What follows belongs to an exercise in optimizing a design on an open flow for small area and a short achievable clock period; a production flow would make more cautious choices. Where RTL was checked, it was by simulation tests only, not by an equivalence proof against the original. No functional check of the RTL was part of runs 2 and 4 to 6. Power is estimated from default activity; no workload was simulated.

==> flow/design.v (outline; a module is shown in full before it is edited, if it fits) <==
// module dsp_tdm_mac: 178 lines
// module tdm_mac_mul: 967 lines
// module tdm_mac_top: 22 lines
module tdm_mac_top (
  input  logic               clk,
  input  logic               rst,
  input  logic               ce,
  input  logic               in_valid,
  input  logic [1:0]         in_ch,
  input  logic [1:0]         mode,
  input  logic signed [17:0] a,
  input  logic signed [17:0] b,
  input  logic signed [17:0] d,
  input  logic [7:0]         acc_len,
  output logic               out_valid,
  output logic [1:0]         out_ch,
  output logic signed [39:0] p,
  output logic               ovf
);
  // ...
==> flow/flow/run.sh <==
#!/bin/bash
# Own flow: the standard layout (standard.sh) with two changes that only
# save cell area:
#  * the input and output ports are buffered with the smallest buffer cell,
#    sky130_fd_sc_hd__buf_1 (the resizer still resizes them where needed);
#  * clock tree synthesis uses sky130_fd_sc_hd__clkbuf_8 with sink clusters of
#    at most 16 flip-flops, and inserts no dummy loads.
# The tool output goes to standard_flow.log here (and ORFS's own logs under
# orfs/logs/).
set -euo pipefail
bash standard.sh \
  "BUFFER_PORTS_ARGS=-buffer_cell sky130_fd_sc_hd__buf_1" \
  "CTS_ARGS=-sink_clustering_enable -repair_clock_nets -dont_use_dummy_load -buf_list sky130_fd_sc_hd__clkbuf_8 -sink_clustering_size 16 -sink_clustering_max_diameter 45" \
  finish > standard_flow.log 2>&1
==> flow/standard.sh <==
#!/bin/bash
# synth_recipe.tcl (not shown) runs the flow's synth.tcl, then flattens the netlist and writes it again
# the make line also repeats each setting of config.mk as NAME=value (left out here)
make -C /OpenROAD-flow-scripts/flow DESIGN_CONFIG=/design/flow/config.mk WORK_HOME=/design/flow/orfs CLKGATE_MAP_FILE= SYNTH_SCRIPT=/design/flow/synth_recipe.tcl "${@:-finish}"
==> flow/config.mk <==
export PLATFORM = sky130hd
export DESIGN_NAME = tdm_mac_top
export DESIGN_NICKNAME = tdm_mac_top
export VERILOG_FILES = /design/flow/design.v
export SDC_FILE = /design/flow/constraint.sdc
export NUM_CORES = 4
export LEC_CHECK = 0
export CAP_MARGIN = 20
export CORE_MARGIN = 2
export CORE_UTILIZATION = 40
export SETUP_SLACK_MARGIN = 4.3
export SLEW_MARGIN = 20
==> flow/constraint.sdc <==
create_clock -name core_clock -period 8.2 [get_ports {clk}]
set_input_delay 1.6400 -clock core_clock [delete_from_list [all_inputs] [get_ports {clk}]]
set_output_delay 1.6400 -clock core_clock [all_outputs]
set_load 0.01 [all_outputs]
==> impl_metrics.tcl, run 1 <==
set metrics [dict create \
    run_status "complete, no violations" \
    synth_compound_area_share_pct 18.3 \
    dp_cells 3299 \
    grt_pass1_wl_microns 109000 \
    setup_viol 0 \
    slew_headroom_pct 27.7 \
    synthCells 2457 \
    final_cells 3384 \
    seq_area_share_pct 38.7 \
    tapCellCount 873 \
    yosysWarnings 2 \
    p_clk_mw 1.14 \
    mostFrequentLayoutCell "edfxtp_1" \
    clkLatencyLatePin_ns 0.66 \
    synth_enable_flop_cells 372 \
    met1_usage_pct 26.3 \
    cellLeakagePower_nw 11.5 \
    hold_class "reg2reg" \
    drtAntennaViolNets 0 \
    worstMarginPinSlew_ns 1.08 \
    place_area_sq_mm 0.0282 \
    synth_top_family_by_area "compound AO/OA/AOI/OAI gates" \
    final-seq-area_sq_mm 0.0115 \
    wl_met3_microns 5170 \
    buffer_area_share_pct 3.15 \
    track_usage_pct 19.5 \
    synth-simple-area-share_pct 6.79 \
    cts_hold_buf 0 \
    mostFrequentLayoutCells "edfxtp_1, a22oi_1, inv_1" \
    multi_input_area_share_pct 49.6 \
    yosysMostFrequentCell "edfxtp_1" \
    syn_area_sq_mm 0.0270 \
]
==> module dsp_tdm_mac, before the edit <==
module dsp_tdm_mac (
  input  logic               clk,
  input  logic               rst,
  input  logic               ce,
  input  logic               in_valid,
  input  logic [1:0]         in_ch,
  input  logic [1:0]         mode,
  input  logic signed [17:0] a,
  input  logic signed [17:0] b,
  input  logic signed [17:0] d,
  input  logic [7:0]         acc_len,
  output logic               out_valid,
  output logic [1:0]         out_ch,
  output logic signed [39:0] p,
  output logic               ovf
);
  localparam int KLO = 8;             
  localparam int KH  = 37 - KLO;
  logic [18:0] dpb_s, dmb_s, pre_s;
  assign dpb_s = {d[17], d} + {b[17], b};
  assign dmb_s = {d[17], d} - {b[17], b};
  assign pre_s = (dpb_s & {19{mode == 2'd1}}) | (dmb_s & {19{mode == 2'd2}})
               | ({b[17], b} & {19{!(mode[0] ^ mode[1])}});
  logic [8:0] one_s, two_s, neg_s;
  logic       m3_s;
  assign m3_s = (mode == 2'd3);
  always_comb begin
    for (int i = 0; i < 9; i++) begin
      logic hi, mi, lo;
      hi = a[2*i+1];
      mi = a[2*i];
      lo = (i == 0) ? 1'b0 : a[2*i-1];
      one_s[i] = mi ^ lo;
      two_s[i] = (hi & !mi & !lo) | (!hi & mi & lo);
      neg_s[i] = hi ^ m3_s;
    end
  end
  logic        v1_r;
  logic [1:0]  ch1_r;
  logic [7:0]  len1_r;
  logic [8:0]  one1_r, two1_r, neg1_r;
  logic [18:0] pre1_r;
  always_ff @(posedge clk) begin
    if (rst) v1_r <= 1'b0;
    else if (ce) v1_r <= in_valid;
  end
  always_ff @(posedge clk) begin
    if (ce) begin
      ch1_r   <= in_ch;
      len1_r  <= acc_len;
      one1_r  <= one_s;
      two1_r  <= two_s;
      neg1_r  <= neg_s;
      pre1_r  <= pre_s;
    end
  end
  logic [7:0] cnt1_r [4];
  logic [3:0] cz_r;                    
  logic [7:0] cnt1_s;
  logic       dump_s;
  assign cnt1_s = cz_r[ch1_r] ? 8'd1 : cnt1_r[ch1_r];
  assign dump_s = (cnt1_s >= len1_r);
  always_ff @(posedge clk) begin
    if (rst) begin
      cz_r <= 4'hf;
    end else if (ce && v1_r) begin
      cz_r[ch1_r] <= dump_s;
    end
  end
  always_ff @(posedge clk) begin
    if (ce && v1_r && !rst) begin
      cnt1_r[ch1_r] <= cnt1_s + 8'd1;
    end
  end
  logic [KLO-1:0] lo_s;
  logic           ci_s;
  logic [KH-1:0]  hs_s, hc_s;
  tdm_mac_mul u_mul (.one(one1_r), .two(two1_r), .neg(neg1_r), .y(pre1_r), .lo(lo_s), .ci(ci_s), .hs(hs_s), .hc(hc_s));
  logic           v2_r, dump2_r;
  logic [1:0]     ch2_r;
  logic [KLO-1:0] lo2_r;
  logic           ci2_r;
  logic           n8_2_r;             
  logic [KH-2:0]  hs2_r, hc2_r;       
  always_ff @(posedge clk) begin
    if (rst) v2_r <= 1'b0;
    else if (ce) v2_r <= v1_r;
  end
  always_ff @(posedge clk) begin
    if (ce) begin
      dump2_r <= dump_s;
      ch2_r   <= ch1_r;
      lo2_r   <= lo_s;
      ci2_r   <= ci_s;
      n8_2_r  <= neg1_r[8];
      hs2_r   <= hs_s[KH-2:0];
      hc2_r   <= hc_s[KH-2:0];
    end
  end
  logic [KH-1:0] hi_s;
  assign hi_s = {hs_s[KH-1], hs2_r} + {hc_s[KH-1], hc2_r} + KH'(ci2_r)
              + (KH'(n8_2_r) << (16 - KLO));
  logic        v3_r, dump3_r;
  logic [3:0]  oh3_r;                 
  logic [3:0]  sel3_r;                
  logic [3:0]  oh2_s, az_nxt_s;
  assign oh2_s = 4'b0001 << ch2_r;
  logic [36:0] prod3_r;
  always_ff @(posedge clk) begin
    if (rst) v3_r <= 1'b0;
    else if (ce) v3_r <= v2_r;
  end
  always_ff @(posedge clk) begin
    if (ce) begin
      dump3_r <= dump2_r;
      oh3_r   <= oh2_s;
      sel3_r  <= oh2_s & ~az_nxt_s;
      prod3_r <= {hi_s, lo2_r};
    end
  end
  logic [39:0] acc_r [4];
  logic [3:0]  az_r;                  
  logic [3:0]  sticky_r;              
  logic [39:0] acc_s;
  logic [40:0] sum_s;
  logic        ov_s, sticky_s;
  logic [39:0] res_s;
  always_comb begin
    acc_s    = 40'd0;
    sticky_s = 1'b0;
    for (int i = 0; i < 4; i++) begin
      acc_s    = acc_s | (acc_r[i] & {40{sel3_r[i]}});
      sticky_s = sticky_s | (sticky_r[i] & sel3_r[i]);
    end
    sum_s = {2'b00, acc_s[38:0]} + {2'b00, prod3_r[36], prod3_r[36], prod3_r};
    ov_s  = (acc_s[39] ~^ prod3_r[36]) & (acc_s[39] ^ sum_s[39]);
    res_s = ov_s ? {acc_s[39], {39{!acc_s[39]}}}
                 : {acc_s[39] ^ prod3_r[36] ^ sum_s[39], sum_s[38:0]};
  end
  always_comb begin
    for (int i = 0; i < 4; i++)
      az_nxt_s[i] = (v3_r && oh3_r[i]) ? dump3_r : az_r[i];
  end
  always_ff @(posedge clk) begin
    if (rst) begin
      az_r <= 4'hf;
    end else if (ce && v3_r) begin
      for (int i = 0; i < 4; i++)
        if (oh3_r[i]) az_r[i] <= dump3_r;
    end
  end
  always_ff @(posedge clk) begin
    if (ce && v3_r && !rst) begin
      for (int i = 0; i < 4; i++)
        if (oh3_r[i]) begin
          acc_r[i]    <= res_s;
          sticky_r[i] <= sticky_s | ov_s;
        end
    end
  end
  logic [3:0] ooh_r;                  
  always_ff @(posedge clk) begin
    if (rst) out_valid <= 1'b0;
    else if (ce) out_valid <= v3_r && dump3_r;
  end
  always_ff @(posedge clk) begin
    if (ce) begin
      ooh_r <= oh3_r;
      ovf   <= sticky_s | ov_s;
    end
  end
  always_comb begin
    p = 40'd0;
    for (int i = 0; i < 4; i++)
      p = p | (acc_r[i] & {40{ooh_r[i]}});
  end
  assign out_ch = {ooh_r[3] | ooh_r[2], ooh_r[3] | ooh_r[1]};
endmodule
==> inputs of run 2 (changes only) <==
--- a/flow/design.v
+++ b/flow/design.v
@@ -103,6 +103,7 @@
   logic        v3_r, dump3_r;
   logic [3:0]  oh3_r;                 
   logic [3:0]  sel3_r;                
+  logic [3:0]  sel3h_r;               
   logic [3:0]  oh2_s, az_nxt_s;
   assign oh2_s = 4'b0001 << ch2_r;
   logic [36:0] prod3_r;
@@ -115,6 +116,7 @@
       dump3_r <= dump2_r;
       oh3_r   <= oh2_s;
       sel3_r  <= oh2_s & ~az_nxt_s;
+      sel3h_r <= oh2_s & ~az_nxt_s & {4{v2_r}};    
       prod3_r <= {hi_s, lo2_r};
     end
   end
@@ -129,7 +131,7 @@
     acc_s    = 40'd0;
     sticky_s = 1'b0;
     for (int i = 0; i < 4; i++) begin
-      acc_s    = acc_s | (acc_r[i] & {40{sel3_r[i]}});
+      acc_s    = acc_s | (acc_r[i] & {{20{sel3h_r[i]}}, {20{sel3_r[i]}}});
       sticky_s = sticky_s | (sticky_r[i] & sel3_r[i]);
     end
     sum_s = {2'b00, acc_s[38:0]} + {2'b00, prod3_r[36], prod3_r[36], prod3_r};
@@ -159,20 +161,22 @@
     end
   end
   logic [3:0] ooh_r;                  
+  logic [3:0] oohh_r;                 
   always_ff @(posedge clk) begin
     if (rst) out_valid <= 1'b0;
     else if (ce) out_valid <= v3_r && dump3_r;
   end
   always_ff @(posedge clk) begin
     if (ce) begin
-      ooh_r <= oh3_r;
+      ooh_r  <= oh3_r;
+      oohh_r <= oh3_r & {4{v3_r && dump3_r}};      
       ovf   <= sticky_s | ov_s;
     end
   end
   always_comb begin
     p = 40'd0;
     for (int i = 0; i < 4; i++)
-      p = p | (acc_r[i] & {40{ooh_r[i]}});
+      p = p | (acc_r[i] & {{20{oohh_r[i]}}, {20{ooh_r[i]}}});
   end
   assign out_ch = {ooh_r[3] | ooh_r[2], ooh_r[3] | ooh_r[1]};
 endmodule
--- a/flow/config.mk
+++ b/flow/config.mk
@@ -8,5 +8,5 @@
 export CAP_MARGIN = 20
 export CORE_MARGIN = 2
 export CORE_UTILIZATION = 40
-export SETUP_SLACK_MARGIN = 4.3
+export SETUP_SLACK_MARGIN = 4.4
 export SLEW_MARGIN = 20
==> run 2 against run 1 <==
Power is 3.8% higher. Sequential share of layout area decreased by 1.3 points. Non-clock buffer count grew 89. Register-to-register slack lost 0.04 ns. Routed wire length increased by 3.2%. Flip-flop and latch count is 8 higher. Count of clock-buffer cells in the layout is 5 higher. Sequential power about the same. Combinational power up 5.4%. First-iteration DRC count up 1.3%. Cell count increased by 3.5%.
==> impl_metrics.tcl, run 2 <==
set metrics [dict create \
    run_status "complete, no violations" \
    synth.top_cell.area_share_pct 41.3 \
    worstMarginPinSlew_ns 0.987 \
    dp_hpwl_microns 46000 \
    syn_area_sq_mm 0.0276 \
    avgSynthCellArea_sq_um 11.1 \
    maxCapViolCount 0 \
    worst_path_max_delay_cell "a221o_1" \
    largest_reg_flops 160 \
    top_register "u_mac.acc_r" \
    p_int_mw 6.46 \
    drive_gt1_share_pct 12.1 \
    grt_max_degree 167 \
    wire_per_inst_microns 20.5 \
    ios 114 \
    post-route-period-util_pct 47.1 \
    start_util_pct 40.3 \
    slew_violations 0 \
    first_global_vias 20400 \
    cts_buffers 53 \
    crit_required_ns 8.54 \
    viasPerCell 5.75 \
    die_y_microns 267 \
    finalCriticalPeriod_ns 3.86 \
    yosysTopAreaCell "edfxtp_1" \
    fmaxAchievable_ghz 0.259 \
    cp-start-kind "input pin" \
    fin_setup_tns_ns 0 \
    setup_viol 0 \
    post-route-drc-count 0 \
    async_flop_share_pct 0 \
    clkLatencyLatePin_ns 0.69 \
    grt-ovfl-total 0 \
    netlist_top_cells_count "edfxtp_1, a22oi_1, inv_1" \
    antenna_found_initial 1 \
    vias 20100 \
    cellLeakagePower_nw 12.2 \
    path_common_cell "a221o_1" \
    p_total_mw 10.9 \
    die-area_sq_mm 0.0711 \
    end_kind "flip-flop" \
    pwr-share-comb_pct 57.2 \
    p_seq_share_pct 31.6 \
    path_cells "buf_2 > ha_4 > nor2b_1 > o311a_1 > o2111a_1 > a221o_1 > o41ai_4 > o21ai_2 > a221o_1 > xnor2_1 > a221o_1" \
    coreArea_sq_mm 0.0685 \
    ys.flop_type "edfxtp_1" \
    p_switching_mw 4.42 \
    drtAntennaViolNets 0 \
    yosysSeqAreaShare_pct 42.3 \
    die_w_microns 267 \
    clk_pin_slew_ns 0.06 \
    critPathArrivalTime_ns 4.20 \
    crit_start "d[1]" \
    grt_pass1_wl_microns 110000 \
    mostFrequentLayoutCells "edfxtp_1, a22oi_1, inv_1" \
    crit_type "in2reg" \
    cts_max_level 2 \
    fillers 6276 \
    ir_worst_vdd_mv 0.155 \
    crit_fanout 4 \
    synth_cell_type_count 86 \
    cpPeakStageDelay_ns 0.34 \
    std_cell_rows 96 \
    final-seq-area_sq_mm 0.0117 \
    swShare_pct 40.6 \
    hold_path.startpoint "u_mac.lo2_r[0]" \
    r2r-start "u_mac.sel3_r[2]" \
    cts_tree "done" \
    cts_hold_buf 0 \
    synth-seq-cells 394 \
    yosysMostFrequentCell "edfxtp_1" \
    powerDensity_mw_per_mm2 348 \
    cts_root_buffer "clkbuf_8" \
    wl_microns 71900 \
    syn-num-nets 2853 \
    drt_iter0_markers 1842 \
    clock_sinks 394 \
    top_regs "u_mac.acc_r (160), u_mac.prod3_r (37), u_mac.cnt1_r (32)" \
    cts_max_path_buffers 3 \
    rsz0062_at_grt "yes" \
    syn2layout_area_growth_pct 13.2 \
    final_hold_viol_count 0 \
    synthCells 2481 \
    multi_input_area_sq_mm 0.0150 \
    dr.pass1.iters 5 \
    place.gp.congestion 0.844 \
    hold_class "reg2reg" \
    nNetsFinal 2993 \
    mostFrequentLayoutCell "edfxtp_1" \
    track_usage_pct 19.5 \
    synth_enable_flop_cells 380 \
    skew_ns 0.112 \
    io_buffers 113 \
    slew_headroom_pct 34.2 \
    yosysWarnings 2 \
    clkPwrFrac_pct 11.2 \
    synth_area_leaders "edfxtp_1, fa_1, a22oi_1" \
]
[run 2: repair_timing]
action | in CTS | in global routing
cloned | 2 | 4
gates resized for setup | 40 | 98
buffers inserted | 48 | 67
setup endpoints to repair | 213 | 209
endpoints found under the hold margin | 0 | 0
pin swaps | 11 | 16
[run 2: final timing paths]
kind / endpoint / cells past startpoint / slack (ns)
worst max-delay path: u_mac.pre1_r[17] / 11 / 4.34
worst min-delay path: u_mac.prod3_r[0] / 0 / 0.40
worst min register to register: u_mac.prod3_r[0] / 0 / 0.40
worst max register to register: u_mac.acc_r[2][39] / 13 / 4.38
[run 2: layer usage]
metal | up-vias | part of all wire, % | global-route usage [%]
li1 | 9308 | - | -
met4 | 0 | 3.2 | 7.62
met1 | 9875 | 42 | 25.0
met5 | - | 0 | 0
met3 | 147 | 6.7 | 2.88
met2 | 809 | 48 | 33.3
[run 2: stage by stage]
step / setup slack, ns / hold slack, ns / area (sq um) / utilization [%] / std cells
2_1_floorplan: 3.91 / 0.400 / 27700 / - / 2481
3_3_place_gp: 3.28 / 0.411 / 28700 / 41.9 / 3324
3_5_place_dp: 3.26 / 0.405 / 28700 / 42.0 / 3326
4_1_cts: 4.40 / 0.403 / 30100 / 43.9 / 3429
5_1_grt: 4.28 / 0.433 / 31300 / 45.7 / 3502
6_report: 4.34 / 0.400 / 31300 / 45.7 / 3502
[run 2: kinds of logic (layout without fill, tap and decap cells)]
family	after synthesis	after routing	share of synthesized area, %
AO/OA/AOI/OAI	715	715	18.4
other	0	1	0
multiplexers	19	19	1.10
XOR/XNOR	270	270	8.56
flip-flops	394	394	42.3
buffers and inverters	362	500	5.04
adder cells (fa/ha/maj)	302	302	17.1
AND/OR/NAND/NOR	419	419	7.41
[run 2: area by class of cell]
class,count,share of cell area [%]
multi-input combinational,1725,48.0
sequential,394,37.4
timing repair buffer,252,6.35
tap,882,3.53
inverter,195,2.38
clock buffer,53,2.33
antenna,1,0.00801
[run 2: critical path: cells and delay by family]
kind                       cells  cell delay, ns
xor gates and xnor gates       1            0.13
adders and majority gates      1            0.27
and+or+nand+nor                1            0.05
buffers and inverters          1            0.15
AOI/OAI and AO/OA              7            1.95
[run 2: power by group through the flow]
stage          sequential, mW  combinational, mW  clock (mW)
6_report                 3.43               6.22        1.22
5_1_grt                  3.46               7.06        1.33
4_1_cts                  3.50               5.83        1.27
3_5_place_dp             3.57               5.65           0
3_3_place_gp             3.56               5.49           0
2_1_floorplan            3.32               4.36           0
==> inputs of run 3 (changes only) <==
--- a/flow/design.v
+++ b/flow/design.v
@@ -103,7 +103,6 @@
   logic        v3_r, dump3_r;
   logic [3:0]  oh3_r;                 
   logic [3:0]  sel3_r;                
-  logic [3:0]  sel3h_r;               
   logic [3:0]  oh2_s, az_nxt_s;
   assign oh2_s = 4'b0001 << ch2_r;
   logic [36:0] prod3_r;
@@ -116,7 +115,6 @@
       dump3_r <= dump2_r;
       oh3_r   <= oh2_s;
       sel3_r  <= oh2_s & ~az_nxt_s;
-      sel3h_r <= oh2_s & ~az_nxt_s & {4{v2_r}};    
       prod3_r <= {hi_s, lo2_r};
     end
   end
@@ -131,7 +129,7 @@
     acc_s    = 40'd0;
     sticky_s = 1'b0;
     for (int i = 0; i < 4; i++) begin
-      acc_s    = acc_s | (acc_r[i] & {{20{sel3h_r[i]}}, {20{sel3_r[i]}}});
+      acc_s    = acc_s | (acc_r[i] & {40{sel3_r[i]}});
       sticky_s = sticky_s | (sticky_r[i] & sel3_r[i]);
     end
     sum_s = {2'b00, acc_s[38:0]} + {2'b00, prod3_r[36], prod3_r[36], prod3_r};
@@ -161,22 +159,20 @@
     end
   end
   logic [3:0] ooh_r;                  
-  logic [3:0] oohh_r;                 
   always_ff @(posedge clk) begin
     if (rst) out_valid <= 1'b0;
     else if (ce) out_valid <= v3_r && dump3_r;
   end
   always_ff @(posedge clk) begin
     if (ce) begin
-      ooh_r  <= oh3_r;
-      oohh_r <= oh3_r & {4{v3_r && dump3_r}};      
+      ooh_r <= oh3_r;
       ovf   <= sticky_s | ov_s;
     end
   end
   always_comb begin
     p = 40'd0;
     for (int i = 0; i < 4; i++)
-      p = p | (acc_r[i] & {{20{oohh_r[i]}}, {20{ooh_r[i]}}});
+      p = p | (acc_r[i] & {40{ooh_r[i]}});
   end
   assign out_ch = {ooh_r[3] | ooh_r[2], ooh_r[3] | ooh_r[1]};
 endmodule
==> flow/flow/run.sh (replaced) <==
#!/bin/bash
# Own flow: the standard layout (standard.sh) with two changes that only
# save cell area:
#  * the input and output ports are buffered with the smallest buffer cell,
#    sky130_fd_sc_hd__buf_1 (the resizer still resizes them where needed);
#  * clock tree synthesis uses sky130_fd_sc_hd__clkbuf_4 and _8 with sink clusters of
#    at most 10 flip-flops, and inserts no dummy loads.
# The tool output goes to standard_flow.log here (and ORFS's own logs under
# orfs/logs/).
set -euo pipefail
bash standard.sh \
  "BUFFER_PORTS_ARGS=-buffer_cell sky130_fd_sc_hd__buf_1" \
  "CTS_ARGS=-sink_clustering_enable -repair_clock_nets -dont_use_dummy_load -buf_list {sky130_fd_sc_hd__clkbuf_4 sky130_fd_sc_hd__clkbuf_8} -sink_clustering_size 10 -sink_clustering_max_diameter 35" \
  finish > standard_flow.log 2>&1
--- a/flow/config.mk
+++ b/flow/config.mk
@@ -8,5 +8,5 @@
 export CAP_MARGIN = 20
 export CORE_MARGIN = 2
 export CORE_UTILIZATION = 40
-export SETUP_SLACK_MARGIN = 4.4
+export SETUP_SLACK_MARGIN = 4.3
 export SLEW_MARGIN = 20
==> run 3 against run 2 <==
First-iteration DRC count down 4.7%. Non-clock buffer count fell by 86. Worst hold slack better by 0.017 ns. Area after synthesis shrank 2.1%. Critical path type is now reg2reg.
==> impl_metrics.tcl, run 3 <==
set metrics [dict create \
    cellLeakagePower_nw 11.7 \
    cts_buffers 73 \
    place.gp.congestion 0.860 \
    vias 19600 \
    skew_ns 0.0862 \
    clkPwrFrac_pct 13.7 \
    ir_worst_vdd_mv 0.181 \
    antennaDiodeCount 0 \
    final_area_sq_mm 0.0298 \
    syn_area_sq_mm 0.0270 \
    ios 114 \
    cts_hold_buf 0 \
    antenna_found_initial 1 \
    post-route-drc-count 0 \
    final_cells 3409 \
    die_w_microns 264 \
    clk_pin_slew_ns 0.07 \
    slew_violations 0 \
    start_util_pct 40.3 \
    fmaxAchievable_ghz 0.261 \
    synth_top_family_by_area "compound AO/OA/AOI/OAI gates" \
    clock_sinks 386 \
    syn-num-nets 2829 \
    std_cell_rows 95 \
    async_flop_share_pct 0 \
    finalCriticalPeriod_ns 3.83 \
    critPathArrivalTime_ns 4.16 \
    path_cells "a22oi_1 > xnor2_1 > fa_1 > inv_1 > fa_1 > fa_1 > inv_1 > fa_1" \
    grt_max_degree 194 \
    hold_class "reg2reg" \
    cp.buffers_inverters 2 \
    crit_required_ns 8.53 \
    dr.pass1.iters 8 \
    yosysWarnings 2 \
    wl_microns 69700 \
    grt-ovfl-total 0 \
    cts_max_level 3 \
    run_status "complete, no violations" \
    syn2layout_area_growth_pct 10.4 \
    die_y_microns 264 \
    yosysSeqAreaShare_pct 42.4 \
    wire_per_inst_microns 20.5 \
    avgSynthCellArea_sq_um 11.0 \
    worstMarginPinSlew_ns 1.10 \
    crit_type "reg2reg" \
    synth_compound_area_share_pct 18.3 \
    top_register "u_mac.acc_r" \
    powerDensity_mw_per_mm2 361 \
    synth-seq-cells 386 \
    path_common_cell "fa_1" \
    post-route-period-util_pct 46.7 \
    post-route-util_pct 44.5 \
    first_global_vias 19900 \
    reg2reg_setup_slack_ns 4.37 \
    hold_ws_ns 0.417 \
    p_int_mw 6.42 \
    track_usage_pct 19.7 \
    mostFrequentLayoutCell "edfxtp_1" \
    place_area_sq_mm 0.0282 \
    fin_setup_tns_ns 0 \
    synthCells 2457 \
    netlist_top_cells_count "edfxtp_1, a22oi_1, inv_1" \
    coreArea_sq_mm 0.0670 \
    cp-start-kind "flip-flop" \
    synthMuxAreaShare_pct 1.17 \
    crit_fanout 18 \
    synth_enable_flop_cells 372 \
    drtAntennaViolNets 0 \
    grt_pass1_wl_microns 110000 \
    slew_headroom_pct 26.9 \
    synth-simple-area-share_pct 6.79 \
    setup_viol 0 \
    synth_area_leaders "edfxtp_1, fa_1, a22oi_1" \
    worst_path_max_delay_cell "edfxtp_1" \
    synthXorXnorAreaFrac_pct 8.68 \
    p_seq_share_pct 31.9 \
    clkLatencyLatePin_ns 0.65 \
    ys.flop_type "edfxtp_1" \
    p_switching_mw 4.35 \
    yosysTopAreaCell "edfxtp_1" \
    swShare_pct 40.4 \
    dp_cells 3299 \
    final_hold_viol_count 0 \
    pwr-share-comb_pct 54.5 \
    mostFrequentLayoutCells "edfxtp_1, a22oi_1, inv_1" \
    synth.top_cell.area_share_pct 41.3 \
    rsz0062_at_grt "yes" \
    io_buffers 113 \
    largest_reg_flops 160 \
    drt_iter0_markers 1756 \
    cts_tree "done" \
    drive_gt1_share_pct 8.64 \
    synthAdderAreaFrac_pct 17.5 \
    synth_cell_type_count 73 \
    end_kind "flip-flop" \
    viasPerCell 5.75 \
    nNetsFinal 2910 \
    top_regs "u_mac.acc_r (160), u_mac.prod3_r (37), u_mac.cnt1_r (32)" \
    cts_max_path_buffers 3 \
    cpPeakStageDelay_ns 0.96 \
    maxCapViolCount 0 \
    die-area_sq_mm 0.0697 \
    dp_hpwl_microns 44100 \
    path_delay_family "adder cells" \
    cts_root_buffer "clkbuf_8" \
    yosysMostFrequentCell "edfxtp_1" \
]
run 3: worst paths after layout:
| kind | start | endpoint | depth (start not counted) |
|---|---|---|---|
| worst max-delay path | u_mac.pre1_r[9] | u_mac.hc2_r[11] | 8 |
| worst min-delay path | u_mac.dump2_r | u_mac.dump3_r | 0 |
| worst max register to register | u_mac.pre1_r[9] | u_mac.hc2_r[11] | 8 |
| worst min register to register | u_mac.dump2_r | u_mac.dump3_r | 0 |
run 3: power by group through the flow:
stage / clock network [mW] / registers (mW) / logic, mW
finish: 1.47 / 3.43 / 5.87
global route: 1.60 / 3.46 / 6.70
CTS: 1.52 / 3.44 / 5.68
detailed placement: 0 / 3.48 / 5.55
global placement: 0 / 3.48 / 5.34
floorplan: 0 / 3.27 / 4.23
run 3: cell type report:
type                       instances  area [sq um]
clock buffer                      73          1000
fill                            6263         37200
inverter                         205           769
multi-input combinational       1706         14500
sequential                       386         11500
tap                              873          1090
timing repair buffer             166           976
run 3: metrics by stage:
stage          setup slack [ns]  power, mW
3_5_place_dp               3.31       9.03
5_1_grt                    4.28       11.8
2_1_floorplan              4.25       7.50
4_1_cts                    4.28       10.6
6_report                   4.37       10.8
3_3_place_gp               3.37       8.82
run 3: what timing repair did:
item,in CTS,in global routing
setup endpoints to repair,165,187
setup buffers,7,21
gates cloned,7,2
pin swaps,3,11
resized for setup,27,70
run 3: cells by family after synthesis:
group,after synthesis
XOR/XNOR,268
AND/OR/NAND/NOR,389
multiplexers,20
AO/OA/AOI/OAI,718
flip-flops,386
adder cells (fa/ha/maj),302
buffers and inverters,374
run 3: routing by layer:
layer	track usage, %	up-vias	part of all wire [%]
met5	0	-	0.010
met4	6.79	2	2.3
met3	3.91	138	8.1
met2	32.0	839	46
met1	26.2	9524	43
li1	-	9088	-
==> inputs of run 4 (changes only) <==
--- a/flow/design.v
+++ b/flow/design.v
@@ -120,22 +120,28 @@
   end
   logic [39:0] acc_r [4];
   logic [3:0]  az_r;                  
+  logic [3:0]  sat_r;                 
+  logic [3:0]  sgn_r;                 
   logic [3:0]  sticky_r;              
+  logic [3:0]  ns_s;
+  logic        smax_s, smin_s;
   logic [39:0] acc_s;
   logic [40:0] sum_s;
   logic        ov_s, sticky_s;
-  logic [39:0] res_s;
+  logic [39:0] raw_s;
   always_comb begin
-    acc_s    = 40'd0;
+    ns_s     = sel3_r & ~sat_r;
+    smax_s   = |(sel3_r & sat_r & ~sgn_r);
+    smin_s   = |(sel3_r & sat_r & sgn_r);
+    acc_s    = {smin_s, {39{smax_s}}};
     sticky_s = 1'b0;
     for (int i = 0; i < 4; i++) begin
-      acc_s    = acc_s | (acc_r[i] & {40{sel3_r[i]}});
+      acc_s    = acc_s | (acc_r[i] & {40{ns_s[i]}});
       sticky_s = sticky_s | (sticky_r[i] & sel3_r[i]);
     end
     sum_s = {2'b00, acc_s[38:0]} + {2'b00, prod3_r[36], prod3_r[36], prod3_r};
     ov_s  = (acc_s[39] ~^ prod3_r[36]) & (acc_s[39] ^ sum_s[39]);
-    res_s = ov_s ? {acc_s[39], {39{!acc_s[39]}}}
-                 : {acc_s[39] ^ prod3_r[36] ^ sum_s[39], sum_s[38:0]};
+    raw_s = {acc_s[39] ^ prod3_r[36] ^ sum_s[39], sum_s[38:0]};
   end
   always_comb begin
     for (int i = 0; i < 4; i++)
@@ -153,28 +159,35 @@
     if (ce && v3_r && !rst) begin
       for (int i = 0; i < 4; i++)
         if (oh3_r[i]) begin
-          acc_r[i]    <= res_s;
+          acc_r[i]    <= raw_s;
+          sat_r[i]    <= ov_s;
+          sgn_r[i]    <= acc_s[39];
           sticky_r[i] <= sticky_s | ov_s;
         end
     end
   end
-  logic [3:0] ooh_r;                  
+  logic [1:0] och_r;
+  logic [3:0] pos_r;                  
+  logic       pmax_r, pmin_r;         
   always_ff @(posedge clk) begin
     if (rst) out_valid <= 1'b0;
     else if (ce) out_valid <= v3_r && dump3_r;
   end
   always_ff @(posedge clk) begin
     if (ce) begin
-      ooh_r <= oh3_r;
-      ovf   <= sticky_s | ov_s;
+      och_r  <= {oh3_r[3] | oh3_r[2], oh3_r[3] | oh3_r[1]};
+      pos_r  <= oh3_r & {4{!ov_s}};
+      pmax_r <= ov_s & !acc_s[39];
+      pmin_r <= ov_s & acc_s[39];
+      ovf    <= sticky_s | ov_s;
     end
   end
   always_comb begin
-    p = 40'd0;
+    p = {pmin_r, {39{pmax_r}}};
     for (int i = 0; i < 4; i++)
-      p = p | (acc_r[i] & {40{ooh_r[i]}});
+      p = p | (acc_r[i] & {40{pos_r[i]}});
   end
-  assign out_ch = {ooh_r[3] | ooh_r[2], ooh_r[3] | ooh_r[1]};
+  assign out_ch = och_r;
 endmodule
 module tdm_mac_mul (
   input  logic [8:0]  one,
==> flow/flow/run.sh (replaced) <==
#!/bin/bash
# Own flow: the standard layout (standard.sh) with two changes that only
# save cell area:
#  * the input and output ports are buffered with the smallest buffer cell,
#    sky130_fd_sc_hd__buf_1 (the resizer still resizes them where needed);
#  * clock tree synthesis uses sky130_fd_sc_hd__clkbuf_8 with sink clusters of
#    at most 16 flip-flops, and inserts no dummy loads.
# The tool output goes to standard_flow.log here (and ORFS's own logs under
# orfs/logs/).
set -euo pipefail
bash standard.sh \
  "BUFFER_PORTS_ARGS=-buffer_cell sky130_fd_sc_hd__buf_1" \
  "CTS_ARGS=-sink_clustering_enable -repair_clock_nets -dont_use_dummy_load -buf_list sky130_fd_sc_hd__clkbuf_8 -sink_clustering_size 16 -sink_clustering_max_diameter 45" \
  finish > standard_flow.log 2>&1
==> run 4 against run 3 <==
Non-clock buffer count is 28 higher. Sequential power is 3% higher. Utilization is 0.39 points higher. Count of clock-buffer cells in the layout is 19 lower. Clock skew is 0.035 ns higher. Flip-flop and latch count is 12 higher. Power is 0.43% higher. Sequential share of layout area hardly changed.
==> impl_metrics.tcl, run 4 <==
set metrics [dict create \
    clock_sinks 398 \
    cp.buffers_inverters 4 \
    drtAntennaViolNets 0 \
    std_cell_rows 96 \
    wl_microns 72100 \
    syn2layout_area_growth_pct 11.4 \
    cts_buffers 54 \
    cts_max_level 2 \
    final_cells 3450 \
    yosysWarnings 2 \
    viasPerCell 5.81 \
    crit_fanout 5 \
    post-route-period-util_pct 48.4 \
    grt.met2_usage_pct 32.6 \
    synth-seq-cells 398 \
    dr.pass1.iters 8 \
    synth_area_leaders "edfxtp_1, fa_1, ha_1" \
    worstHoldPathCells 0 \
    mostFrequentLayoutCell "edfxtp_1" \
    hold_class "reg2reg" \
    maxCapViolCount 0 \
    clkLatencyLatePin_ns 0.69 \
    fmaxAchievable_ghz 0.252 \
    p_int_mw 6.37 \
    path_delay_family "compound AO/OA/AOI/OAI gates" \
    reg2reg_setup_slack_ns 4.23 \
    ys.flop_type "edfxtp_1" \
    synthCells 2490 \
    die_w_microns 267 \
    swShare_pct 41.1 \
    hold_end "u_mac.prod3_r[0]" \
    crit_required_ns 8.58 \
    syn-num-nets 2860 \
    drive_gt1_share_pct 10.2 \
    hold_path.startpoint "u_mac.lo2_r[0]" \
    cp-start-kind "flip-flop" \
    cellLeakagePower_nw 11.9 \
    rr_worst_depth 18 \
    ir_worst_vdd_mv 0.231 \
    place.gp.congestion 0.890 \
    drt_iter0_markers 2227 \
    first_global_vias 19900 \
    end_kind "flip-flop" \
    p_switching_mw 4.45 \
    worst_path_max_delay_cell "edfxtp_1" \
    dp_cells 3338 \
    grt-ovfl-total 0 \
    post-route-util_pct 44.9 \
    yosysTopAreaCell "edfxtp_1" \
    syn_area_sq_mm 0.0276 \
    yosysMostFrequentCell "edfxtp_1" \
    cts_root_buffer "clkbuf_8" \
    met1_usage_pct 26.4 \
    cts_hold_buf 0 \
    vias 20000 \
    setup_viol 0 \
    io_buffers 113 \
    coreArea_sq_mm 0.0685 \
    pre_cts_ws_ns 3.43 \
    rsz0062_at_grt "yes" \
    antenna_found_initial 1 \
    yosysSeqAreaShare_pct 42.8 \
    r2r_end "u_mac.acc_r[1][37]" \
    skew_ns 0.122 \
    cpPeakStageDelay_ns 0.44 \
    path_cells "buf_6 > nand2_4 > o22ai_4 > nor2_4 > buf_4 > clkbuf_16 > nand3_1 > ha_4 > o21ai_0 > or3b_4 > a21o_1 > o21a_1 > a211o_1 > a31oi_4 > a21oi_2 > a21oi_2 > xor2_1 > buf_4" \
    final_area_sq_mm 0.0307 \
    fillers 6346 \
    pwr-share-comb_pct 55.9 \
    post-route-drc-count 0 \
    slew_headroom_pct 27.4 \
    grt-busiest-layer "met2" \
    top_regs "u_mac.acc_r (160), u_mac.prod3_r (37), u_mac.cnt1_r (32)" \
    async_flop_share_pct 0 \
    cts_tree "done" \
    clk_pin_slew_ns 0.06 \
    final-seq-area_sq_mm 0.0118 \
    die-area_sq_mm 0.0711 \
    p_seq_share_pct 32.6 \
    fin_setup_tns_ns 0 \
    grtUsageMet3_pct 2.45 \
    die_y_microns 267 \
    worstMarginPinSlew_ns 1.09 \
    multi_input_area_sq_mm 0.0150 \
    avgSynthCellArea_sq_um 11.1 \
    nNetsFinal 2939 \
    finalCriticalPeriod_ns 3.97 \
    fin_ws_ns 4.23 \
    clkPwrFrac_pct 11.5 \
    grt_max_degree 163 \
    hold_ws_ns 0.370 \
    slew_violations 0 \
    critPathArrivalTime_ns 4.35 \
    dp_hpwl_microns 46400 \
    largest_reg_flops 160 \
    crit_type "reg2reg" \
    track_usage_pct 19.6 \
    final_hold_viol_count 0 \
    p_total_mw 10.8 \
    top_register "u_mac.acc_r" \
    wire_per_inst_microns 20.9 \
    synth_cell_type_count 75 \
    synth.top_cell.area_share_pct 41.8 \
    grt_pass1_wl_microns 111000 \
    mostFrequentLayoutCells "edfxtp_1, a22oi_1, inv_1" \
    start_util_pct 40.3 \
    place_area_sq_mm 0.0288 \
    run_status "complete, no violations" \
    synth_enable_flop_cells 384 \
    powerDensity_mw_per_mm2 352 \
    ios 114 \
    r2r-start "u_mac.sel3_r[2]" \
    cts_max_path_buffers 3 \
    netlist_top_cells_count "edfxtp_1, a22oi_1, inv_1" \
]
## run 4: cell type report
type,count,share of cell area [%]
inverters,219,2.74
flip-flops and latches,398,38.4
clock buffers,54,2.42
diodes,1,0.00814
multi-input cells,1702,48.7
repair buffers,194,4.17
well taps,882,3.59
## run 4: power groups by stage
| stage | Clock [mW] | Sequential, mW | Combinational [mW] |
|---|---|---|---|
| 2_1_floorplan | 0 | 3.34 | 4.25 |
| 3_3_place_gp | 0 | 3.56 | 5.60 |
| 3_5_place_dp | 0 | 3.56 | 5.75 |
| 4_1_cts | 1.29 | 3.52 | 5.85 |
| 5_1_grt | 1.37 | 3.56 | 6.93 |
| 6_report | 1.24 | 3.53 | 6.05 |
## run 4: worst max-delay path by stage
stage                     from            endpoint  slack, ns  cells past startpoint
3_5_place_dp   u_mac.sel3_r[2]  u_mac.acc_r[3][38]       3.43                     16
4_1_cts         u_mac.sat_r[0]  u_mac.acc_r[3][34]       4.27                     18
5_1_grt        u_mac.sel3_r[2]  u_mac.acc_r[1][37]       4.04                     19
2_1_floorplan             b[0]    u_mac.pre1_r[18]       4.22                     11
3_3_place_gp    u_mac.sat_r[2]  u_mac.acc_r[0][38]       3.55                     16
6_report       u_mac.sel3_r[2]  u_mac.acc_r[1][37]       4.23                     18
## run 4: cell families (layout without fill, tap and decap cells)
family	count (synthesis)	in the layout	share of synthesized area [%]
buffers and inverters	390	467	5.32
AO/OA/AOI/OAI	685	685	17.7
multiplexers	20	20	1.14
flip-flops	398	398	42.8
other	0	1	0
XOR/XNOR	268	268	8.50
adder cells (fa/ha/maj)	300	300	17.0
AND/OR/NAND/NOR	429	429	7.60
## run 4: metal layers
metal | vias to the layer above | wire length (microns) | share of wire [%]
met5 | - | 0 | 0
met2 | 827 | 34400 | 48
li1 | 9238 | - | -
met1 | 9825 | 30900 | 43
met3 | 157 | 4590 | 6.4
met4 | 0 | 2190 | 3.0
## run 4: what timing repair did
action,4_1_cts,5_1_grt
buffers inserted,12,38
gates cloned,2,5
resized for setup,38,84
endpoints found under the setup margin,103,94
pin swaps,9,33
==> inputs of run 5 (changes only) <==
--- a/flow/design.v
+++ b/flow/design.v
@@ -16,11 +16,8 @@
 );
   localparam int KLO = 8;             
   localparam int KH  = 37 - KLO;
-  logic [18:0] dpb_s, dmb_s, pre_s;
-  assign dpb_s = {d[17], d} + {b[17], b};
-  assign dmb_s = {d[17], d} - {b[17], b};
-  assign pre_s = (dpb_s & {19{mode == 2'd1}}) | (dmb_s & {19{mode == 2'd2}})
-               | ({b[17], b} & {19{!(mode[0] ^ mode[1])}});
+  logic [18:0] pre_s;
+  tdm_mac_pre u_pre (.mode(mode), .b(b), .d(d), .pre(pre_s));
   logic [8:0] one_s, two_s, neg_s;
   logic       m3_s;
   assign m3_s = (mode == 2'd3);
@@ -98,8 +95,7 @@
     end
   end
   logic [KH-1:0] hi_s;
-  assign hi_s = {hs_s[KH-1], hs2_r} + {hc_s[KH-1], hc2_r} + KH'(ci2_r)
-              + (KH'(n8_2_r) << (16 - KLO));
+  tdm_mac_cpa #(.KH(KH), .KLO(KLO)) u_cpa (.hs(hs2_r), .hc(hc2_r), .ci(ci2_r), .n8(n8_2_r), .hi(hi_s));
   logic        v3_r, dump3_r;
   logic [3:0]  oh3_r;                 
   logic [3:0]  sel3_r;                
@@ -123,26 +119,13 @@
   logic [3:0]  sat_r;                 
   logic [3:0]  sgn_r;                 
   logic [3:0]  sticky_r;              
-  logic [3:0]  ns_s;
-  logic        smax_s, smin_s;
-  logic [39:0] acc_s;
-  logic [40:0] sum_s;
-  logic        ov_s, sticky_s;
+  logic        acc39_s, ov_s, sticky_s;
   logic [39:0] raw_s;
-  always_comb begin
-    ns_s     = sel3_r & ~sat_r;
-    smax_s   = |(sel3_r & sat_r & ~sgn_r);
-    smin_s   = |(sel3_r & sat_r & sgn_r);
-    acc_s    = {smin_s, {39{smax_s}}};
-    sticky_s = 1'b0;
-    for (int i = 0; i < 4; i++) begin
-      acc_s    = acc_s | (acc_r[i] & {40{ns_s[i]}});
-      sticky_s = sticky_s | (sticky_r[i] & sel3_r[i]);
-    end
-    sum_s = {2'b00, acc_s[38:0]} + {2'b00, prod3_r[36], prod3_r[36], prod3_r};
-    ov_s  = (acc_s[39] ~^ prod3_r[36]) & (acc_s[39] ^ sum_s[39]);
-    raw_s = {acc_s[39] ^ prod3_r[36] ^ sum_s[39], sum_s[38:0]};
-  end
+  tdm_mac_acc u_acc (
+    .acc0(acc_r[0]), .acc1(acc_r[1]), .acc2(acc_r[2]), .acc3(acc_r[3]),
+    .sel(sel3_r), .sat(sat_r), .sgn(sgn_r), .sticky(sticky_r), .prod(prod3_r),
+    .raw(raw_s), .ov(ov_s), .acc39(acc39_s), .sticky_sel(sticky_s)
+  );
   always_comb begin
     for (int i = 0; i < 4; i++)
       az_nxt_s[i] = (v3_r && oh3_r[i]) ? dump3_r : az_r[i];
@@ -161,7 +144,7 @@
         if (oh3_r[i]) begin
           acc_r[i]    <= raw_s;
           sat_r[i]    <= ov_s;
-          sgn_r[i]    <= acc_s[39];
+          sgn_r[i]    <= acc39_s;
           sticky_r[i] <= sticky_s | ov_s;
         end
     end
@@ -177,17 +160,81 @@
     if (ce) begin
       och_r  <= {oh3_r[3] | oh3_r[2], oh3_r[3] | oh3_r[1]};
       pos_r  <= oh3_r & {4{!ov_s}};
-      pmax_r <= ov_s & !acc_s[39];
-      pmin_r <= ov_s & acc_s[39];
+      pmax_r <= ov_s & !acc39_s;
+      pmin_r <= ov_s & acc39_s;
       ovf    <= sticky_s | ov_s;
     end
   end
+  tdm_mac_pmux u_pmux (
+    .acc0(acc_r[0]), .acc1(acc_r[1]), .acc2(acc_r[2]), .acc3(acc_r[3]),
+    .pos(pos_r), .pmax(pmax_r), .pmin(pmin_r), .p(p)
+  );
+  assign out_ch = och_r;
+endmodule
+module tdm_mac_pre (
+  input  logic [1:0]  mode,
+  input  logic [17:0] b,
+  input  logic [17:0] d,
+  output logic [18:0] pre
+);
+  logic [18:0] dpb, dmb;
+  assign dpb = {d[17], d} + {b[17], b};
+  assign dmb = {d[17], d} - {b[17], b};
+  assign pre = (dpb & {19{mode == 2'd1}}) | (dmb & {19{mode == 2'd2}})
+             | ({b[17], b} & {19{!(mode[0] ^ mode[1])}});
+endmodule
+module tdm_mac_cpa #(
+  parameter int KH  = 29,
+  parameter int KLO = 8
+) (
+  input  logic [KH-2:0] hs,
+  input  logic [KH-2:0] hc,
+  input  logic          ci,
+  input  logic          n8,
+  output logic [KH-1:0] hi
+);
+  assign hi = {1'b1, hs} + {1'b0, hc} + KH'(ci) + (KH'(n8) << (16 - KLO));
+endmodule
+module tdm_mac_acc (
+  input  logic [39:0] acc0, acc1, acc2, acc3,
+  input  logic [3:0]  sel,                
+  input  logic [3:0]  sat,
+  input  logic [3:0]  sgn,
+  input  logic [3:0]  sticky,
+  input  logic [36:0] prod,
+  output logic [39:0] raw,                
+  output logic        ov,
+  output logic        acc39,              
+  output logic        sticky_sel
+);
+  logic [3:0]  ns;
+  logic        smax, smin;
+  logic [39:0] acc;
+  logic [40:0] sum;
   always_comb begin
-    p = {pmin_r, {39{pmax_r}}};
-    for (int i = 0; i < 4; i++)
-      p = p | (acc_r[i] & {40{pos_r[i]}});
+    ns    = sel & ~sat;
+    smax  = |(sel & sat & ~sgn);
+    smin  = |(sel & sat & sgn);
+    acc   = {smin, {39{smax}}}
+          | (acc0 & {40{ns[0]}}) | (acc1 & {40{ns[1]}})
+          | (acc2 & {40{ns[2]}}) | (acc3 & {40{ns[3]}});
+    sticky_sel = |(sticky & sel);
+    sum   = {2'b00, acc[38:0]} + {2'b00, prod[36], prod[36], prod};
+    ov    = (acc[39] ~^ prod[36]) & (acc[39] ^ sum[39]);
+    raw   = {acc[39] ^ prod[36] ^ sum[39], sum[38:0]};
+    acc39 = acc[39];
   end
-  assign out_ch = och_r;
+endmodule
+module tdm_mac_pmux (
+  input  logic [39:0] acc0, acc1, acc2, acc3,
+  input  logic [3:0]  pos,
+  input  logic        pmax,
+  input  logic        pmin,
+  output logic [39:0] p
+);
+  assign p = {pmin, {39{pmax}}}
+           | (acc0 & {40{pos[0]}}) | (acc1 & {40{pos[1]}})
+           | (acc2 & {40{pos[2]}}) | (acc3 & {40{pos[3]}});
 endmodule
 module tdm_mac_mul (
   input  logic [8:0]  one,
==> flow/run.sh (new file) <==
#!/bin/bash
# synth_recipe.tcl (not shown) runs the flow's synth.tcl, then flattens the netlist and writes it again
# the make line also repeats each setting of config.mk as NAME=value (left out here)
make -C /OpenROAD-flow-scripts/flow DESIGN_CONFIG=/design/flow/config.mk WORK_HOME=/design/flow/orfs CLKGATE_MAP_FILE= SYNTH_SCRIPT=/design/flow/synth_recipe.tcl finish
--- a/flow/config.mk
+++ b/flow/config.mk
@@ -10,3 +10,4 @@
 export CORE_UTILIZATION = 40
 export SETUP_SLACK_MARGIN = 4.3
 export SLEW_MARGIN = 20
+export SYNTH_HIERARCHICAL = 1
removed: flow/flow/run.sh
removed: flow/standard.sh
==> run 5 against run 4 <==
Setup slack better by 0.076 ns. Cell area up 8.7%. Area after synthesis up 4.6%. Worst hold slack better by 0.047 ns. Utilization up 1.9 points. Highest routed layer is now met5. Die area up 4.5%. First-iteration DRC count down 9.3%.
==> impl_metrics.tcl, run 5 <==
set metrics [dict create \
    final_cells 3647 \
    worstHoldPathCells 0 \
    syn_area_sq_mm 0.0289 \
    crit_start "u_mac.pos_r[1]" \
    dr.pass1.iters 10 \
    cts_hold_buf 0 \
    r2r-start "u_mac.sel3_r[3]" \
    cp-endpoint "p[10]" \
    final_area_sq_mm 0.0334 \
    clkLatencyLatePin_ns 0.60 \
    start_util_pct 40.4 \
    first_global_vias 20900 \
    fin_setup_tns_ns 0 \
    yosysWarnings 10 \
    antenna_found_initial 2 \
    wire_per_inst_microns 20.7 \
    pre_cts_ws_ns 2.90 \
    end_kind "primary output" \
    r2r_end "u_mac.ovf" \
    final_hold_viol_count 0 \
    largest_reg_flops 160 \
    crit_type "reg2out" \
    die-area_sq_mm 0.0743 \
    setup_viol 0 \
    clock_sinks 398 \
    place.gp.congestion 0.884 \
    cts_max_path_buffers 3 \
    syn2layout_area_growth_pct 15.8 \
    worstMarginPinSlew_ns 0.926 \
    p_total_mw 12.1 \
    hold_class "reg2reg" \
    vias 20900 \
    cp-start-kind "flip-flop" \
    maxCapViolCount 0 \
    cts_root_buffer "clkbuf_16" \
    drtAntennaViolNets 0 \
    crit_required_ns 6.56 \
    ios 114 \
    viasPerCell 5.73 \
    slew_headroom_pct 38.3 \
    cts_buffers 44 \
    nNetsFinal 3033 \
    fin_ws_ns 4.31 \
    synthCells 2622 \
    die_w_microns 273 \
    skew_ns 0.0338 \
    drt_iter0_markers 2020 \
    rsz0062_at_grt "yes" \
    dp_cells 3477 \
    track_usage_pct 19.5 \
    grt_pass1_wl_microns 116000 \
    dp_hpwl_microns 48700 \
    syn-num-nets 2991 \
    top_register "u_mac.acc_r" \
    post-route-drc-count 0 \
    grt_max_degree 80 \
    io_buffers 113 \
    antennaDiodeCount 0 \
    std_cell_rows 98 \
    run_status "complete, no violations" \
    critPathArrivalTime_ns 2.25 \
    cts_max_level 2 \
    rr_worst_depth 17 \
    grt-ovfl-total 0 \
    reg2reg_setup_slack_ns 4.34 \
    post-route-period-util_pct 47.5 \
    place_area_sq_mm 0.0301 \
    cts_tree "done" \
    finalCriticalPeriod_ns 3.89 \
    top_regs "u_mac.acc_r (160), u_mac.prod3_r (37), u_mac.cnt1_r (32)" \
    mostFrequentLayoutCells "edfxtp_1, a22oi_1, inv_1" \
    wl_microns 75500 \
    die_y_microns 273 \
    fmaxAchievable_ghz 0.257 \
    crit_fanout 20 \
    mostFrequentLayoutCell "edfxtp_1" \
    powerDensity_mw_per_mm2 363 \
    drive_gt1_share_pct 12.5 \
    slew_violations 0 \
    ir_worst_vdd_mv 0.238 \
    clk_pin_slew_ns 0.06 \
    cellLeakagePower_nw 12.8 \
    coreArea_sq_mm 0.0715 \
    avgSynthCellArea_sq_um 11.0 \
]
run 5: area by class of cell:
| type | instances | area (sq um) |
|---|---|---|
| flip-flops and latches | 398 | 11800 |
| repair buffers | 228 | 2500 |
| fillers | 6454 | 38100 |
| clock inverters | 26 | 269 |
| inverters | 223 | 840 |
| multi-input cells | 1769 | 15700 |
| well taps | 950 | 1190 |
| clock buffers | 53 | 1160 |
run 5: worst max-delay path, cell delays in order (launching register included):
cell,delay (ns)
edfxtp_1,0.43
buf_4,0.19
clkbuf_16,0.21
a222oi_1,0.32
nand2_1,0.18
dlygate4sd2_1,0.32
run 5: stage by stage:
step                hold WS (ns)  utilization [%]
floorplan                  0.400                -
global placement           0.404             42.1
detailed placement         0.405             42.1
CTS                        0.419             45.0
global route               0.424             46.8
finish                     0.418             46.8
run 5: timing repair:
item,in CTS,in global routing
endpoints found under the setup margin,150,100
resized for setup,79,111
buffers inserted,27,56
gates cloned,1,6
pin swaps,23,46
run 5: where the power goes:
part           switching [mW]  leakage [nW]  internal, mW
Combinational            3.85          8.42          2.81
Clock                   0.823         0.686          1.14
Sequential              0.259          3.72          3.25
Total                    4.93          12.8          7.20
run 5: worst min path at each step:
stage | from | end | slack (ns)
6_report | u_mac.lo2_r[5] | u_mac.prod3_r[5] | 0.42
3_3_place_gp | u_mac.lo2_r[7] | u_mac.prod3_r[7] | 0.40
4_1_cts | u_mac.lo2_r[5] | u_mac.prod3_r[5] | 0.42
2_1_floorplan | u_mac.dump2_r | u_mac.dump3_r | 0.40
5_1_grt | u_mac.lo2_r[3] | u_mac.prod3_r[3] | 0.42
3_5_place_dp | u_mac.lo2_r[5] | u_mac.prod3_r[5] | 0.40
run 5: routing by layer:
layer | up-vias | wire (microns) | share of wire (%) | GRT usage [%]
li1 | 9626 | - | - | -
met1 | 10400 | 33300 | 44 | 26.7
met2 | 784 | 35500 | 47 | 32.5
met3 | 124 | 4970 | 6.6 | 2.68
met4 | 2 | 1710 | 2.3 | 5.05
met5 | - | 13 | 0.017 | 0
==> inputs of run 6 (changes only) <==
--- a/flow/config.mk
+++ b/flow/config.mk
@@ -8,6 +8,6 @@
 export CAP_MARGIN = 20
 export CORE_MARGIN = 2
 export CORE_UTILIZATION = 40
-export SETUP_SLACK_MARGIN = 4.3
+export SETUP_SLACK_MARGIN = 4.5
 export SLEW_MARGIN = 20
 export SYNTH_HIERARCHICAL = 1
==> run 6 against run 5 <==
Utilization increased by 1.7 points. Flip-flop and latch count did not move. Setup slack better by 0.053 ns. Clock skew fell by 0.0032 ns. Non-clock buffer count is 86 higher. Synthesized cell count unchanged. Power grew 2.9%. Cell count increased by 2.5%. Register-to-register slack gained 0.02 ns.
==> impl_metrics.tcl, run 6 <==
set metrics [dict create \
    cts_tree "done" \
    crit_fanout 11 \
    hold_class "reg2reg" \
    first_global_vias 21400 \
    cts_buffers 46 \
    top_register "u_mac.acc_r" \
    cts_root_buffer "clkbuf_16" \
    die_y_microns 273 \
    path_cells "nand2_1 > o22ai_2 > nor2_4 > buf_6 > buf_6 > buf_16 > nand3_4 > ha_4 > nand4_1 > nor4_4 > o2bb2ai_4 > nor3_4 > nor3_4 > o41ai_4 > buf_4 > mux2i_4 > buf_12 > or2_4" \
    cpPeakStageDelay_ns 0.46 \
    setup_viol 0 \
    drtAntennaViolNets 0 \
    cellLeakagePower_nw 13.4 \
    post-route-drc-count 0 \
    maxCapViolCount 0 \
    clkLatencyLatePin_ns 0.60 \
    worst_path_max_delay_cell "edfxtp_1" \
    ios 114 \
    finalCriticalPeriod_ns 3.84 \
    powerDensity_mw_per_mm2 360 \
    slew_headroom_pct 47.3 \
    grt_max_degree 81 \
    grt-ovfl-total 0 \
    dp_cells 3478 \
    skew_ns 0.0306 \
    die_w_microns 273 \
    post-route-util_pct 48.4 \
    grt_pass1_wl_microns 121000 \
    drive_gt1_share_pct 18.0 \
    syn-num-nets 2991 \
    reg2reg_setup_slack_ns 4.36 \
    yosysWarnings 10 \
    crit_type "reg2reg" \
    slew_violations 0 \
    top_regs "u_mac.acc_r (160), u_mac.prod3_r (37), u_mac.cnt1_r (32)" \
    end_kind "flip-flop" \
    wl_microns 78500 \
    clk_pin_slew_ns 0.06 \
    std_cell_rows 98 \
    cts_max_level 2 \
    antenna_found_initial 2 \
    avgSynthCellArea_sq_um 11.0 \
    synthCells 2622 \
    coreArea_sq_mm 0.0715 \
    worstMarginPinSlew_ns 0.770 \
    syn_area_sq_mm 0.0289 \
    wire_per_inst_microns 21.0 \
    antennaDiodeCount 0 \
    largest_reg_flops 160 \
    drt_iter0_markers 2087 \
    fin_setup_tns_ns 0 \
    ir_worst_vdd_mv 0.212 \
    fmaxAchievable_ghz 0.261 \
    die-area_sq_mm 0.0743 \
    dp_hpwl_microns 48700 \
    mostFrequentLayoutCell "edfxtp_1" \
    post-route-period-util_pct 46.8 \
    mostFrequentLayoutCells "edfxtp_1, a22oi_1, inv_1" \
    io_buffers 113 \
    track_usage_pct 20.3 \
    final_cells 3738 \
    syn2layout_area_growth_pct 20.0 \
    crit_required_ns 8.53 \
    clock_sinks 398 \
    dr.pass1.iters 8 \
    fillers 6299 \
    cp-start-kind "flip-flop" \
    viasPerCell 5.75 \
    final_hold_viol_count 0 \
    vias 21500 \
    rsz0062_at_grt "yes" \
    cts_max_path_buffers 3 \
    run_status "complete, no violations" \
    place.gp.congestion 0.894 \
    critPathArrivalTime_ns 4.17 \
    nNetsFinal 3121 \
    start_util_pct 40.4 \
]
==> run 6: area by class of cell <==
cell class	count	area, sq um	share of cell area [%]
sequential	398	11800	34.1
clock inverter	25	322	0.929
clock buffer	59	1230	3.55
multi-input combinational	1769	16000	46.3
inverter	223	837	2.42
timing repair buffer	314	3210	9.27
tap	950	1190	3.43
==> run 6: worst paths after layout <==
kind / from / to / depth (start not counted)
worst max register to register: u_mac.sat_r[2] / u_mac.sticky_r[1] / 18
worst min register to register: u_mac.lo2_r[0] / u_mac.prod3_r[0] / 0
worst min-delay path: u_mac.lo2_r[0] / u_mac.prod3_r[0] / 0
worst max-delay path: u_mac.sat_r[2] / u_mac.sticky_r[1] / 18
==> run 6: where the power goes <==
| part | switching (mW) | total [mW] | internal [mW] |
|---|---|---|---|
| sequential | 0.199 | 3.44 | 3.25 |
| clock | 0.848 | 2.11 | 1.26 |
| combinational | 3.98 | 6.92 | 2.94 |
==> run 6: stage by stage <==
stage	area, sq um	hold WS (ns)	worst slack (ns)	power (mW)
finish	34600	0.418	4.36	12.5
detailed placement	30200	0.407	3.13	9.76
floorplan	28900	0.400	4.44	9.15
global placement	30200	0.402	3.27	9.62
CTS	33700	0.421	4.37	12.3
global route	34600	0.430	4.25	13.5
==> run 6: repair_timing <==
action / 4_1_cts / 5_1_grt
pin swaps: 72 / 94
hold buffers: 0 / 0
gates resized for setup: 203 / 142
setup endpoints to repair: 185 / 140
gates cloned: 8 / 4
buffers inserted: 103 / 61
==> run 6: per-layer routing <==
metal | track usage (%) | wire length [microns] | vias to the layer above
li1 | - | - | 9797
met1 | 27.1 | 33500 | 10700
met2 | 34.6 | 37400 | 804
met3 | 2.71 | 5400 | 160
met4 | 5.73 | 2140 | 4
met5 | 0 | 34 | -
==> run 6: critical path: cells and delay by family (launching register included) <==
family                     cells  cell delay, ns
buffers and inverters          5            0.70
and+or+nand+nor                8            1.54
AOI/OAI and AO/OA              3            0.36
DFF                            1            0.46
muxes                          1            0.19
adders and majority gates      1            0.31

## port drivers added, routing unchanged
The flow's constraints put no driver on any port. The routed layouts listed below were extracted and timed again, unchanged, in two steps.
Step 1: set_driving_cell puts a clkbuf_16 on clk and a buf_2 on each other input, an assumption about the parent block.
Step 2, shift: input delay + t, output delay - t, t = (earliest + latest rising clock arrival at the registers) / 2. This alone moves slack from input paths to output paths.
Slacks: ideal ports / drivers / drivers and shift; pairs: ideal ports / drivers.
run | t, ns | setup WS [ns] | worst setup path at the end
run 1 | 0.657 | 4.423 / 4.423 / 3.813 | input to register
run 2 | 0.694 | 4.339 / 4.370 / 3.676 | input to register
run 3 | 0.659 | 4.368 / 4.368 / 3.821 | input to register
run 4 | 0.684 | 4.233 / 4.233 / 3.753 | input to register
run 5 | 0.639 | 4.309 / 4.247 / 3.754 | input to register
run 6 | 0.641 | 4.361 / 4.347 / 3.933 | input to register
After both steps every run listed still meets setup and hold. For run 2, which loses most, drivers alone change the setup slack by +0.031 ns; drivers and shift together by -0.663 ns.
